Context: an optimization exercise on an open-source flow, tuned for small area, a short achievable clock period and few clock cycles. The choices shown serve that exercise and are no tape-out recipe. In this exercise RTL edits were held to simulation tests only and were not proved equivalent to the original. Power figures rest on the tool's default switching activity, not on a simulated workload.

==> flow/design.v <==
package p256_pkg;
    localparam logic [255:0] P_256 =
        256'hffffffff00000001000000000000000000000000ffffffffffffffffffffffff;
    localparam logic [255:0] K_256 =
        256'h00000000fffffffeffffffffffffffffffffffff000000000000000000000001;
endpackage
module WordAdd3 (
    input  logic [31:0] x,
    input  logic [31:0] y,
    input  logic [31:0] z,
    output logic [31:0] sum,
    output logic        ox,
    output logic        oy
);
    logic [31:0] s, c;
    assign s = x ^ y ^ z;
    assign c = (x & y) | (x & z) | (y & z);
    PrefixAdd #(.W(32)) u_pa (
        .x(s), .y({c[30:0], 1'b0}), .sum(sum), .cout(oy)
    );
    assign ox = c[31];
endmodule
module PrefixAdd #(parameter int W = 32) (
    input  logic [W-1:0] x,
    input  logic [W-1:0] y,
    output logic [W-1:0] sum,
    output logic         cout
);
    localparam int L = $clog2(W);
    logic [W-1:0] g [L+1];
    logic [W-1:0] p [L+1];
    assign g[0] = x & y;
    assign p[0] = x ^ y;
    for (genvar l = 0; l < L; l++) begin : g_lvl
        for (genvar i = 0; i < W; i++) begin : g_bit
            if (i >= (1 << l)) begin : g_comb
                assign g[l+1][i] = g[l][i] | (p[l][i] & g[l][i - (1 << l)]);
                assign p[l+1][i] = p[l][i] & p[l][i - (1 << l)];
            end else begin : g_pass
                assign g[l+1][i] = g[l][i];
                assign p[l+1][i] = p[l][i];
            end
        end
    end
    assign sum  = p[0] ^ {g[L][W-2:0], 1'b0};
    assign cout = g[L][W-1];
endmodule
module p256_mod_add #(
    parameter int RD_LAT = 3
) (
    input  logic        clk,
    input  logic        rst_n,
    input  logic        ena,
    input  logic [31:0] a_din,
    input  logic [31:0] b_din,
    output logic        rdy,
    output logic [2:0]  a_addr,
    output logic [2:0]  b_addr,
    output logic [2:0]  d_addr,
    output logic        d_wren,
    output logic [31:0] d_dout
);
    logic [3:0]  k_q, k_d;
    logic        r_q, f_q, bad_q, r_d;
    logic        first_q, last_q;
    logic        first_d, word0_d, m_d, m0_d;
    logic        zh_q, z1_q, z0_q, zc_q;
    logic [3:0]  zn0, zn1;
    logic        ox, oy, co;
    logic [31:0] z, sum;
    function automatic logic [3:0] zctl(input logic [1:0] n, input logic rr, input logic fst,
                                        input logic w0, input logic m, input logic m0);
        logic [1:0] ci, v;
        ci = fst ? 2'd2 : w0 ? {1'b0, rr} : n;
        v  = ci + {1'b0, m0};
        zctl = {m & ~v[1], m ^ v[1], v[0], m & v[1]};
    endfunction
    assign z = {{30{zh_q}}, z1_q, z0_q};
    WordAdd3 u_add (
        .x(a_din), .y(b_din), .z(z),
        .sum(sum), .ox(ox), .oy(oy)
    );
    assign co = ox | oy | zc_q;
    assign a_addr = k_q[2:0];
    assign b_addr = k_q[2:0];
    assign d_addr = {~k_q[2], k_q[1:0]};
    assign d_wren = k_q >= 4'd4 && k_q <= 4'd11;
    assign rdy    = k_q == 4'd12;
    always_comb begin
        k_d = k_q;
        r_d = r_q;
        if (first_q) r_d = co & ~f_q;
        if (bad_q) begin
            k_d = 4'd15;
        end else if (k_q != 4'd12) begin
            k_d = k_q + 4'd1;
        end
        first_d = k_d == 4'd2;
        word0_d = k_d == 4'd3;
        m_d     = r_q && k_d >= 4'd6 && k_d <= 4'd9;
        m0_d    = r_q && k_d >= 4'd6 && k_d <= 4'd8;
        zn0 = zctl(2'({1'b0, ox} + {1'b0, zc_q}), (ox | zc_q) & ~f_q,
                   first_d, word0_d, m_d, m0_d);
        zn1 = zctl(2'({1'b0, ox} + {1'b0, zc_q} + 2'd1), ~f_q,
                   first_d, word0_d, m_d, m0_d);
    end
    always_ff @(posedge clk or negedge rst_n) begin
        if (!rst_n) begin
            k_q     <= 4'd15;
            r_q     <= 1'b0;
            f_q     <= 1'b0;
            bad_q   <= 1'b0;
            first_q <= 1'b0;
            last_q  <= 1'b0;
            {zh_q, z1_q, z0_q, zc_q} <= 4'd0;
        end else if (ena) begin
            k_q     <= k_d;
            r_q     <= r_d;
            if (bad_q) f_q <= 1'b1;
            bad_q   <= last_q & r_q & ~co;
            first_q <= first_d;
            last_q  <= k_d == 4'd10;
            {zh_q, z1_q, z0_q, zc_q} <= oy ? zn1 : zn0;
        end
    end
    always_ff @(posedge clk) begin
        if (ena) d_dout <= sum;
    end
endmodule
==> flow/config.mk <==
export PLATFORM = sky130hd
export DESIGN_NAME = p256_mod_add
export DESIGN_NICKNAME = p256_mod_add
export VERILOG_FILES = /design/flow/design.v
export SDC_FILE = /design/flow/constraint.sdc
export NUM_CORES = 4
export LEC_CHECK = 0
export ABC_CLOCK_PERIOD_IN_PS = 2000
export CAP_MARGIN = 20
export CORE_MARGIN = 2
export CORE_UTILIZATION = 40
export SETUP_SLACK_MARGIN = 4.0
export SLEW_MARGIN = 20
==> flow/constraint.sdc <==
create_clock -name core_clock -period 6.0 [get_ports {clk}]
set_input_delay 1.2000 -clock core_clock [delete_from_list [all_inputs] [get_ports {clk}]]
set_output_delay 1.2000 -clock core_clock [all_outputs]
set_load 0.01 [all_outputs]
run.sh (not shown) runs the stock make flow with config.mk's settings and CLKGATE_MAP_FILE= SYNTH_SCRIPT=/design/flow/synth_recipe.tcl, a recipe that flattens the netlist after the stock synthesis.
Testbench counts at the start, summed over its fixed seeds: cycles 4,480.
Next try:
ABC_CLOCK_PERIOD_IN_PS = unset   (was 2000)
SETUP_SLACK_MARGIN = 3.0   (was 4.0)
Sequential cell count does not change.
Via count stays flat.
Count of clock-buffer cells in the layout came out lower by 1.
Power came out lower by about 2.2%.
Cell count goes down by about 2.2%.
Global-route usage goes up by 0.55 points.
Final area went down by 0.73%.

==> separate check: timing with driven ports <==
How much do the figures lean on ideal ports? The routed layouts below were timed once more, with nothing changed but the port constraints. Step 1 (the two cells are an assumption about what drives the block):
set clk [get_ports {clk}]
set_driving_cell -lib_cell sky130_fd_sc_hd__clkbuf_16 $clk
set_driving_cell -lib_cell sky130_fd_sc_hd__buf_2 [delete_from_list [all_inputs] $clk]
Step 2 also shifts input and output timing later by t, the mid clock arrival at the registers, as if the neighbouring blocks saw the same clock. a / b / c = ideal ports / drivers / drivers and shift; a / b = the first two.
| run | t (ns) | setup slack, ns | hold WS [ns] | worst slew at a driven data input, ns |
|---|---|---|---|---|
| the first run | 0.329 | 1.958 / 1.954 / 1.626 | 0.519 / 0.519 / 0.519 | 0.04 |
| the second run | 0.345 | 1.929 / 1.923 / 1.578 | 0.518 / 0.518 / 0.518 | 0.05 |
After both steps every run listed still meets setup and hold. The setup slack of the second run, which loses most, moves by -0.006 ns with the drivers and by -0.351 ns with both steps.
